This design comes from an exercise in tuning for small area on the open sky130 flow, not from production work. Only simulation tests tie the RTL to the original design; equivalence was not proved. The clock port is modelled as an ideal driver; clocking choices that lean on that would not hold on a real chip. Power is estimated from default activity; no workload was simulated.

**flow/design.v**
```verilog
package com_pkg;
    typedef struct packed {
        logic [1:0]  ctx;
        logic [31:0] data;
    } loop_word_t;
    typedef logic [63:0] cmd_word_t;
    typedef struct packed {
        logic [1:0]  ctx;
        logic [31:0] data;
    } resp_word_t;
    typedef logic [15:0] reg_addr_t;
    typedef logic [15:0] reg_data_t;
endpackage
module sync_fifo #(
    parameter int  DEPTH = 16,
    parameter int  WIDTH = 32
) (
    input  logic             clk,
    input  logic             rst,
    input  logic             i_wr_en,
    input  logic [WIDTH-1:0] i_din,
    input  logic             i_rd_en,
    output logic [WIDTH-1:0] o_dout,
    output logic [DEPTH-1:0] o_head
);
    logic [DEPTH*WIDTH-1:0] mem;         
    logic [DEPTH-1:0]       head;
    assign o_head = head;
    always_ff @(posedge clk) begin
        if (i_wr_en)
            mem <= {mem[(DEPTH-1)*WIDTH-1:0], i_din};
    end
    always_ff @(posedge clk) begin
        if (rst)
            head <= '0;
        else if (i_wr_en && !i_rd_en)
            head <= {head[DEPTH-2:0], ~|head};
        else if (i_rd_en && !i_wr_en)
            head <= head >> 1;
    end
    always_comb begin
        o_dout = '0;
        for (int k = 0; k < DEPTH; k++)
            o_dout = o_dout | (mem[k*WIDTH +: WIDTH] & {WIDTH{head[k]}});
    end
endmodule
module rx_router (
    input  logic [63:0] i_rx_data,
    input  logic        i_rx_valid,
    output logic        o_loop_wr,
    output logic        o_cmd_wr
);
    logic magic_ok;
    assign magic_ok  = i_rx_valid & (i_rx_data[7:0] == 8'h77);
    assign o_loop_wr = magic_ok & (i_rx_data[9:8] == 2'd2);
    assign o_cmd_wr  = magic_ok & (i_rx_data[9:8] == 2'd3);
endmodule
module ctl_regfile (
    input  logic        clk,
    input  logic        rst,
    input  logic        i_cmd_wr,        
    input  logic [63:0] i_cmd,
    output logic [20:0] o_entry
);
    localparam logic [127:0] RW_INIT = 128'h0010_0000_EFCD;
    logic [15:0]  addr;
    logic [15:0]  mask;
    logic [15:0]  value;
    logic         rd;
    logic         rw_hit;
    logic         upt_hit;
    logic         wr_hit;
    logic [127:0] rw;
    logic [15:0]  rw_half;
    assign addr  = i_cmd[31:16];
    assign mask  = i_cmd[47:32];
    assign value = i_cmd[63:48];
    assign rd    = i_cmd[12];
    assign rw_hit  =  addr[15] & (addr[14:4] == '0);
    assign upt_hit = ~addr[15] & (addr[14:3] == 12'h002);
    assign rw_half = rw[addr[3:1]*16 +: 16];
    always_comb begin
        if (!rd)
            o_entry = {3'b001, addr[1:0], addr};
        else if (rw_hit)
            o_entry = {1'b1, addr[3:0], rw_half};
        else if (upt_hit)
            o_entry = {2'b01, addr[2:0], addr};
        else
            o_entry = {3'b000, addr[1:0], addr};
    end
    assign wr_hit = i_cmd_wr & i_cmd[13] & rw_hit;
    always_ff @(posedge clk) begin
        if (rst)
            rw <= RW_INIT;
        else if (wr_hit)
            rw[addr[3:1]*16 +: 16] <= (rw_half & ~mask) | (value & mask);
    end
endmodule
module ctl_engine (
    input  logic        clk,
    input  logic        rst,
    input  logic        i_cmd_valid,
    input  logic [20:0] i_entry,
    input  logic        i_resp_afull,
    output logic        o_cmd_pop,
    output logic        o_resp_wr,       
    output logic [20:0] o_resp,
    output logic        o_resp_pend      
);
    logic [63:0] uptime;
    logic        noop;
    logic        upt;
    logic [15:0] upt_half;
    always_ff @(posedge clk) begin
        if (rst)
            uptime <= '0;
        else
            uptime <= uptime + 64'd1;
    end
    assign noop = ~i_entry[20] & ~i_entry[19] & i_entry[18];
    assign upt  = ~i_entry[20] &  i_entry[19];
    assign upt_half = uptime[i_entry[18:17]*16 +: 16];
    assign o_cmd_pop = i_cmd_valid & ~i_resp_afull;
    assign o_resp_wr = o_cmd_pop & ~noop;
    assign o_resp    = {i_entry[20:16], upt ? upt_half : i_entry[15:0]};
    always_ff @(posedge clk) begin
        if (rst)
            o_resp_pend <= 1'b0;
        else
            o_resp_pend <= o_resp_wr;
    end
endmodule
module tx_arbiter (
    input  logic        clk,
    input  logic        rst,
    input  logic        i_loop_valid,
    input  logic [33:0] i_loop_word,     
    output logic        o_loop_pop,
    input  logic        i_resp_valid,
    input  logic [20:0] i_resp,          
    output logic        o_resp_pop,
    output logic [31:0] o_tx_data,
    output logic [1:0]  o_tx_tag,
    output logic [1:0]  o_tx_ctx,
    output logic        o_tx_valid,
    input  logic        i_tx_ready
);
    logic        take;
    logic        tag0;
    logic        rw;
    logic        upt;
    logic        other;
    logic        ro_const;
    logic [15:0] ro_half;
    logic [31:0] resp_data;
    assign take       = ~o_tx_valid | i_tx_ready;
    assign o_loop_pop = take & i_loop_valid;
    assign o_resp_pop = take & ~i_loop_valid & i_resp_valid;
    assign rw       = i_resp[20];
    assign upt      = ~i_resp[20] & i_resp[19];
    assign other    = ~i_resp[20] & ~i_resp[19];
    assign ro_const = other & (i_resp[15:5] == '0);
    always_comb begin
        case (i_resp[4:1])
            4'd0:    ro_half = 16'hAB89;
            4'd2:    ro_half = 16'(32'd24);
            4'd4:    ro_half = {8'h02, 8'h01};
            default: ro_half = 16'h0;
        endcase
    end
    always_comb begin
        if (rw)
            resp_data = {1'b1, 11'b0, i_resp[19:16], i_resp[15:0]};
        else if (upt)
            resp_data = {11'b0, 2'b10, i_resp[18:16], i_resp[15:0]};
        else
            resp_data = {i_resp[15:0], ro_const ? ro_half : 16'h0};
    end
    always_ff @(posedge clk) begin
        if (rst)
            o_tx_valid <= 1'b0;
        else if (take)
            o_tx_valid <= i_loop_valid | i_resp_valid;
    end
    always_ff @(posedge clk) begin
        if (o_loop_pop) begin
            o_tx_data <= i_loop_word[31:0];
            tag0      <= 1'b0;
            o_tx_ctx  <= i_loop_word[33:32];
        end
        else if (o_resp_pop) begin
            o_tx_data <= resp_data;
            tag0      <= 1'b1;
            o_tx_ctx  <= 2'b00;
        end
    end
    assign o_tx_tag = {1'b1, tag0};      
endmodule
module com_fifo_top (
    input  logic               clk,
    input  logic               rst,
    input  com_pkg::cmd_word_t i_rx_data,
    input  logic               i_rx_valid,
    output logic [31:0]        o_tx_data,
    output logic [1:0]         o_tx_tag,
    output logic [1:0]         o_tx_ctx,
    output logic               o_tx_valid,
    input  logic               i_tx_ready
);
    logic        loop_wr;
    logic        cmd_wr;
    logic [15:0] loop_head;
    logic [33:0] loop_dout;
    logic        loop_valid;
    logic        loop_pop;
    logic [20:0] cmd_entry;
    logic [15:0] cmd_head;
    logic [20:0] cmd_dout;
    logic        cmd_valid;
    logic        cmd_pop;
    logic        resp_wr;
    logic [20:0] resp_din;
    logic        resp_pend;
    logic [12:0] resp_head;
    logic [20:0] resp_dout;
    logic        resp_valid;
    logic        resp_afull;
    logic        resp_pop;
    rx_router u_rx_router (
        .i_rx_data  (i_rx_data),
        .i_rx_valid (i_rx_valid),
        .o_loop_wr  (loop_wr),
        .o_cmd_wr   (cmd_wr)
    );
    sync_fifo #(
        .DEPTH (16),
        .WIDTH (34)
    ) loop_fifo (
        .clk     (clk),
        .rst     (rst),
        .i_wr_en (loop_wr & ~loop_head[16-1]),
        .i_din   ({i_rx_data[11:10], i_rx_data[63:32]}),
        .i_rd_en (loop_pop),
        .o_dout  (loop_dout),
        .o_head  (loop_head)
    );
    assign loop_valid = |loop_head;
    ctl_regfile u_ctl_regfile (
        .clk      (clk),
        .rst      (rst),
        .i_cmd_wr (cmd_wr & ~cmd_head[16-1]),
        .i_cmd    (i_rx_data),
        .o_entry  (cmd_entry)
    );
    sync_fifo #(
        .DEPTH (16),
        .WIDTH (21)
    ) cmd_rx_fifo (
        .clk     (clk),
        .rst     (rst),
        .i_wr_en (cmd_wr & ~cmd_head[16-1]),
        .i_din   (cmd_entry),
        .i_rd_en (cmd_pop),
        .o_dout  (cmd_dout),
        .o_head  (cmd_head)
    );
    assign cmd_valid = |cmd_head;
    ctl_engine u_ctl_engine (
        .clk          (clk),
        .rst          (rst),
        .i_cmd_valid  (cmd_valid),
        .i_entry      (cmd_dout),
        .i_resp_afull (resp_afull),
        .o_cmd_pop    (cmd_pop),
        .o_resp_wr    (resp_wr),
        .o_resp       (resp_din),
        .o_resp_pend  (resp_pend)
    );
    sync_fifo #(
        .DEPTH (12 + 1),
        .WIDTH (21)
    ) resp_fifo (
        .clk     (clk),
        .rst     (rst),
        .i_wr_en (resp_wr),
        .i_din   (resp_din),
        .i_rd_en (resp_pop),
        .o_dout  (resp_dout),
        .o_head  (resp_head)
    );
    assign resp_valid = (|resp_head[12:1]) | (resp_head[0] & ~resp_pend);
    assign resp_afull = resp_head[12] | (resp_head[12-1] & ~resp_pend);
    tx_arbiter u_tx_arbiter (
        .clk          (clk),
        .rst          (rst),
        .i_loop_valid (loop_valid),
        .i_loop_word  (loop_dout),
        .o_loop_pop   (loop_pop),
        .i_resp_valid (resp_valid),
        .i_resp       (resp_dout),
        .o_resp_pop   (resp_pop),
        .o_tx_data    (o_tx_data),
        .o_tx_tag     (o_tx_tag),
        .o_tx_ctx     (o_tx_ctx),
        .o_tx_valid   (o_tx_valid),
        .i_tx_ready   (i_tx_ready)
    );
endmodule
```
**flow/flow/run.sh**
```bash
#!/bin/bash
# Standard synthesis, then its combinational logic re-mapped by ABC for area (registers untouched),
# then the standard layout from that netlist, with the clock tree trimmed and upsized cells stepped back after CTS (post_cts.tcl).
set -euo pipefail
HERE=$PWD
PLAT=$FLOW_HOME/platforms/$FLOW_PLATFORM
LIB=$PLAT/lib/sky130_fd_sc_hd__tt_025C_1v80.lib
YOSYS=$(command -v yosys || echo $FLOW_HOME/../tools/install/yosys/bin/yosys)
RES=$HERE/orfs/results/$FLOW_PLATFORM/com_fifo_top/base

bash standard.sh synth > $HERE/log_1_standard_synth.log 2>&1
cp $RES/1_2_yosys.v $HERE/synth_standard.v
mkdir -p $HERE/std_synth_logs
cp -r $HERE/orfs/logs $HERE/orfs/reports $HERE/std_synth_logs/ 2>/dev/null || true

DU=$(sed -n '/DONT_USE_CELLS/,/^$/p' $PLAT/config.mk | grep -oE "sky130_fd_sc_hd__\w+" | sed 's/^/-dont_use /' | tr '\n' ' ')
sed -e "s#{LIB}#$LIB#g" -e "s#{IN}#$HERE/synth_standard.v#" -e "s#{OUT}#$HERE/synth_remap.v#" \
    -e "s#{TOP}#$FLOW_TOP#" -e "s#{DONT_USE}#$DU#" $HERE/flow/remap.ys > $HERE/remap_run.ys
$YOSYS -q -l $HERE/log_2_remap.log $HERE/remap_run.ys > /dev/null 2>&1

rm -rf $HERE/orfs
bash standard.sh SYNTH_NETLIST_FILES=$HERE/synth_remap.v "BUFFER_PORTS_ARGS=-buffer_cell sky130_fd_sc_hd__buf_1" POST_CTS_TCL=$HERE/flow/post_cts.tcl finish > $HERE/log_3_layout.log 2>&1
```
**flow/flow/area_recover.tcl**
```tcl
# Post-CTS: step cells that the placement repair sized up back down, one drive strength at a
# time, while setup slack, slews and the library limits stay clear with margin.
set ::ar_min_slack 0.4e-9
set ::ar_max_slew  1.0

proc ar_family_sizes {master} {
  # Same cell family, smaller areas first
  if {![regexp {^(sky130_fd_sc_hd__\w+?)_(\d+)$} $master -> fam drv]} { return {} }
  set res {}
  foreach lc [get_lib_cells ${fam}_*] {
    set n [get_name $lc]
    if {[regexp "^${fam}_(\\d+)\$" $n -> d]} { lappend res [list $d $n] }
  }
  return [lsort -integer -index 0 $res]
}

proc ar_net_slew_ok {inst} {
  foreach p [get_pins -of_objects $inst -filter "direction == output"] {
    set net [get_nets -quiet -of_objects $p]
    if {$net == ""} { continue }
    foreach q [get_pins -of_objects $net] {
      if {[get_property $q slew_max] > $::ar_max_slew} { return 0 }
    }
  }
  return 1
}

proc ar_ok {inst} {
  if {[sta::worst_slack_cmd max] < $::ar_min_slack} { return 0 }
  if {[sta::max_slew_violation_count] > 0} { return 0 }
  if {[sta::max_capacitance_violation_count] > 0} { return 0 }
  if {[sta::max_fanout_violation_count] > 0} { return 0 }
  return [ar_net_slew_ok $inst]
}

estimate_parasitics -placement
set ar_count 0
foreach inst [get_cells *] {
  set name [get_full_name $inst]
  if {[string match "clk*" $name]} { continue }
  set master [get_property $inst ref_name]
  if {![regexp {_(\d+)$} $master -> drv] || $drv <= 1} { continue }
  set sizes [ar_family_sizes $master]
  foreach s $sizes {
    lassign $s d cand
    if {$d >= $drv} { break }
    replace_cell $inst $cand
    estimate_parasitics -placement
    if {[ar_ok $inst]} {
      incr ar_count
      break
    }
    replace_cell $inst $master
    estimate_parasitics -placement
  }
}
puts "area_recover: downsized $ar_count cells"
detailed_placement
check_placement -verbose
```
**flow/flow/clk_downsize.tcl**
```tcl
# Post-CTS: downsize the clock tree buffers as far as the flip-flop clock-pin slew allows, and
# drop the dummy loads CTS added for balancing. Sizes are only ever lowered; placement is
# legalised again afterwards.
set ::cds_sizes {sky130_fd_sc_hd__clkbuf_2 sky130_fd_sc_hd__clkbuf_4 sky130_fd_sc_hd__clkbuf_8 sky130_fd_sc_hd__clkbuf_16}
set ::cds_limit 0.110

proc cds_sink_pins {inst} {
  # Flip-flop clock pins reached from this buffer
  set out [get_pins -of_objects $inst -filter "direction == output"]
  set net [get_nets -of_objects $out]
  set res {}
  foreach p [get_pins -of_objects $net -filter "direction == input"] {
    set c [get_cells -of_objects $p]
    if {[string match "sky130_fd_sc_hd__clkbuf_*" [get_property $c ref_name]]} {
      set res [concat $res [cds_sink_pins $c]]
    } else {
      lappend res $p
    }
  }
  return $res
}

proc cds_max_slew {pins} {
  set mx 0
  foreach p $pins {
    set s [get_property $p slew_max]
    if {$s > $mx} { set mx $s }
  }
  return $mx
}

estimate_parasitics -placement



# Dummy loads
set removed 0
foreach inst [get_cells clkload*] {
  set out [get_pins -of_objects $inst -filter "direction == output"]
  set net [get_nets -quiet -of_objects $out]
  if {$net == "" || [llength [get_pins -quiet -of_objects $net -filter "direction == input"]] == 0} {
    delete_instance $inst
    incr removed
  }
}
puts "clk_downsize: removed $removed dummy loads"
estimate_parasitics -placement

set changed 0
set area_saved 0.0
foreach inst [get_cells clkbuf_*] {
  set master [get_property $inst ref_name]
  set idx [lsearch $::cds_sizes $master]
  if {$idx <= 0} { continue }
  set sinks [cds_sink_pins $inst]
  for {set j 0} {$j < $idx} {incr j} {
    set cand [lindex $::cds_sizes $j]
    replace_cell $inst $cand
    estimate_parasitics -placement
    if {[cds_max_slew $sinks] <= $::cds_limit} {
      incr changed
      break
    }
    replace_cell $inst $master
    estimate_parasitics -placement
  }
}
puts "clk_downsize: downsized $changed buffers"
estimate_parasitics -placement

detailed_placement
check_placement -verbose
```
**flow/flow/post_cts.tcl**
```tcl
# Run after CTS (ORFS POST_CTS_TCL hook): trim the clock tree, then step back cells sized up earlier
set post_cts_dir [file dirname [file normalize [info script]]]
source $post_cts_dir/clk_downsize.tcl
source $post_cts_dir/area_recover.tcl
```
**flow/flow/remap.ys**
```
# Re-map the combinational logic of the standard synthesis netlist; registers are kept as they are
read_liberty -ignore_miss_func {LIB}
blackbox sky130_fd_sc_hd__df* sky130_fd_sc_hd__edf* sky130_fd_sc_hd__sdf* sky130_fd_sc_hd__sedf* sky130_fd_sc_hd__dl* sky130_fd_sc_hd__sdl* sky130_fd_sc_hd__conb*
read_verilog {IN}
hierarchy -top {TOP}
flatten
opt -purge
abc -liberty {LIB} {DONT_USE}
opt_clean -purge
hilomap -singleton -hicell sky130_fd_sc_hd__conb_1 HI -locell sky130_fd_sc_hd__conb_1 LO
stat -liberty {LIB}
write_verilog -noattr -nohex -nodec {OUT}
```
**flow/standard.sh**
```bash
#!/bin/bash
# synth_recipe.tcl (not shown) runs the flow's synth.tcl, then flattens the netlist and writes it again
# the make line also repeats each setting of config.mk as NAME=value (left out here)
make -C /OpenROAD-flow-scripts/flow DESIGN_CONFIG=/design/flow/config.mk WORK_HOME=/design/flow/orfs CLKGATE_MAP_FILE= SYNTH_SCRIPT=/design/flow/synth_recipe.tcl "${@:-finish}"
```
**flow/config.mk**
```make
export PLATFORM = sky130hd
export DESIGN_NAME = com_fifo_top
export DESIGN_NICKNAME = com_fifo_top
export VERILOG_FILES = /design/flow/design.v
export SDC_FILE = /design/flow/constraint.sdc
export NUM_CORES = 4
export LEC_CHECK = 0
export CAP_MARGIN = 0
export CORE_MARGIN = 2
export CORE_UTILIZATION = 40
export CTS_BUF_LIST = sky130_fd_sc_hd__clkbuf_8
export CTS_CLUSTER_DIAMETER = 50
export CTS_CLUSTER_SIZE = 20
export SLEW_MARGIN = 0
```
**flow/constraint.sdc**
```tcl
create_clock -name core_clock -period 5.5 [get_ports {clk}]
set_input_delay 1.1000 -clock core_clock [delete_from_list [all_inputs] [get_ports {clk}]]
set_output_delay 1.1000 -clock core_clock [all_outputs]
set_load 0.01 [all_outputs]
```
==> notes.md <==
## worst register-to-register path, cell delays in order, from the launching register on
cell	delay (ns)
dfxtp_1	0.66
a222oi_1	0.42
and4_1	0.24
nand3_2	0.72
a31oi_4	0.88
buf_2	0.52
nor2_1	0.08
buf_1	0.28
nor2_1	0.70
a22oi_1	0.14
a21oi_1	0.17
## worst paths after layout
kind	to	slack, ns	cells past startpoint
hold reg to reg	cmd_rx_fifo.mem[191]$_DFFE_PP_	0.25	0
hold / removal	cmd_rx_fifo.mem[191]$_DFFE_PP_	0.25	0
setup / recovery	resp_fifo.head[9]$_SDFFE_PP0P_	0.43	10
setup reg to reg	resp_fifo.head[9]$_SDFFE_PP0P_	0.43	10
## layout by cell type (no fill, tap or decap), drive strengths merged, types with 27 or more instances in the layout
cell type and instances:
nand3 84, nor2 94, a222oi 313, a221oi 49, edfxtp 1187, dfxtp 240
and3 35, and4 27, clkbuf 132, o21ai 148, buf 187, nor3 56
nand4 34, nand2 295, a21oi 141, a22oi 126
## state kept, by name, summed over array words and instances (netlist names)
register                  cells
u_tx_arbiter.o_tx_valid       1
u_ctl_engine.o_resp_pend      1
u_tx_arbiter.o_tx_ctx         2
u_ctl_engine.uptime          64
cmd_rx_fifo.head             16
cmd_rx_fifo.mem             336
loop_fifo.mem               544
resp_fifo.head               13
loop_fifo.head               16
u_tx_arbiter.tag0             1
u_ctl_regfile.rw            128
u_tx_arbiter.o_tx_data       32
resp_fifo.mem               273
## per-stage QoR
step | instances | hold WS, ns
6_report | 5029 | 0.253
5_1_grt | 5029 | 0.227
3_5_place_dp | 4891 | 0.432
3_3_place_gp | 4891 | 0.427
2_1_floorplan | 3052 | 0.418
## metal layers
metal	global-route usage	routed length, um	vias to the layer above
met5	0	13	-
met4	0.0540	2790	2
met3	0.0411	15200	190
met2	0.303	61100	1836
met1	0.305	58300	16000
li1	-	-	13600
## final cells by class
cell class              count  area, sq um
multi-input cells        1611        10400
repair buffers            189          892
inverters                  15         56.3
well taps                1650         2060
fillers                 11400        70500
diodes                      7         17.5
clock buffers             130         1480
flip-flops and latches   1427        40500
## power by group
group / total, mW / switching [mW] / leakage (nW) / internal, mW
Sequential: 12.5 / 0.252 / 12.5 / 12.3
Clock: 4.97 / 3.26 / 0.813 / 1.71
Combinational: 1.77 / 1.38 / 3.47 / 0.391
==> key figures <==
Detailed routing
  – Avg WL per Cell: 27.3 um
  – Starting DRC count in detailed routing: 5772
  – Vias per cell: 6.29
  – Antenna Nets Post-Route: 0
  – WL final: 137 mm
  – DRC: 0
  – Via count: 31700
  – Iteration count of the initial detailed-routing pass: 9

Yosys
  – Ys Warns: 0
  – Syn_area_per_cell: 16.7 sq um
  – Syn Std Cell Area: 50800 sq um
  – Post-Syn Instances: 3052
  – Syn_nets: 3120

Power
  – Worst VDD drop: 0.000238 V
  – PD cells: 348 nW/um^2
  – Total Power: 19.3 mW
  – Leakage: 16.8 nW

Placed design
  – DPL Wire Length: 79.6 mm
  – I/O Buffers: 101
  – Placed Area: 54200 sq um
  – Pre-CTS WS: 1.28 ns
  – Gp weighted congestion: 0.795

Finish
  – Post-layout instance area: 55400 sq um
  – Share of layout cells above drive strength 1: 0.0614
  – Area Growth Syn to Fin: 8.92%
  – Util after Layout: 0.440
  – Nets: 3442

Global route
  – Global route overflow: 0
  – Via count of the first global-routing pass: 30100
  – Initial antenna violation count: 5
  – GRT Overall Usage: 0.204
  – First-pass GRT wire length: 200 mm
  – Largest net degree at the start of global routing: 169

Hold path
  – Min-Delay Startpoint: cmd_rx_fifo.mem[170]$_DFFE_PP_
  – Hold Path Class: reg -> reg

STA
  – Slew Viols, Final: 0
  – Worst Skew: 0.322 ns
  – Max_slew headroom: 0.196
  – RSZ-0062 raised after global routing: false
  – Final setup vio count: 0
  – Setup WS post-layout: 0.429 ns
  – Final worst path period share: 0.922
  – Final TNS setup: 0 ns
  – Slew at the pin closest to its max-slew limit: 1.20 ns
  – Fin. Hold Viols: 0
  – Peak Freq: 197 MHz
  – Minimum clock period: 5.07 ns

Worst setup path
  – Critical Path RT: 6.22 ns
  – Crit-path cells: a222oi_1, and4_1, nand3_2, a31oi_4, buf_2, nor2_1, buf_1, nor2_1, a22oi_1, a21oi_1
  – Slowest library cell on the worst path: a31oi_4
  – Critical Path Sink Type: flop
  – CP startpoint: cmd_rx_fifo.head[15]$_SDFFE_PP0P_
  – Top cell family by delay on the critical path: simple AND/OR/NAND/NOR gates
  – Setup Crit Path Kind: reg -> reg
  – Crit path DAT: 5.79 ns
  – Max stage delay on crit path: 0.85 ns
  – Buffer and inverter count on the worst path: 2
  – Most frequent CP cell: nor2_1
  – Worst Path Max Fanout: 35
  – Crit start category: flop
  – Reg2reg start: cmd_rx_fifo.head[15]$_SDFFE_PP0P_

Floorplan
  – Die width: 361 um
  – Die area: 130000 sq um
  – Die height: 361 um
  – IO Pins: 105
  – Core region area: 126000 sq um
  – # rows: 130
  – Initial Utilization: 0.404

Outcome
  – Status: timing/DRC/antenna clean

Clock network
  – Latest clock arrival within the worst-skew pair: 1.04 ns
  – Sink Count: 1427
  – Clk slew on worst S/H paths: 0.11 ns
  – CTS tree: built

Job
  – Max_cap viols: 0

## afterwards: timing with drivers on the ports
In the flow no input, the clock included, has a driving cell. The finished layout below was timed again as built, in two steps. Step 1 sets driving cells, clkbuf_16 on the clock port and buf_2 on the other inputs (assumed; they add their load-dependent delay and slew). Step 2, shift: input delay + t, output delay - t, t = (earliest + latest rising clock arrival at the registers) / 2. This alone moves slack from input paths to output paths. Three values: ideal ports, drivers, drivers and shift; two values: the first two.
t (ns): 0.955
slack for setup (ns): 0.429 / 0.429 / 0.137
worst setup path at the end: input to register
clock arrival spread, ns: 0.322 / 0.322
worst register clock-pin slew, ns: 0.12 / 0.12
Clock arrivals are far apart in this run, so t is only a midpoint there and step 2 fits no single register. For this run, drivers alone change the setup slack by 0.000 ns; drivers and shift together by -0.292 ns.
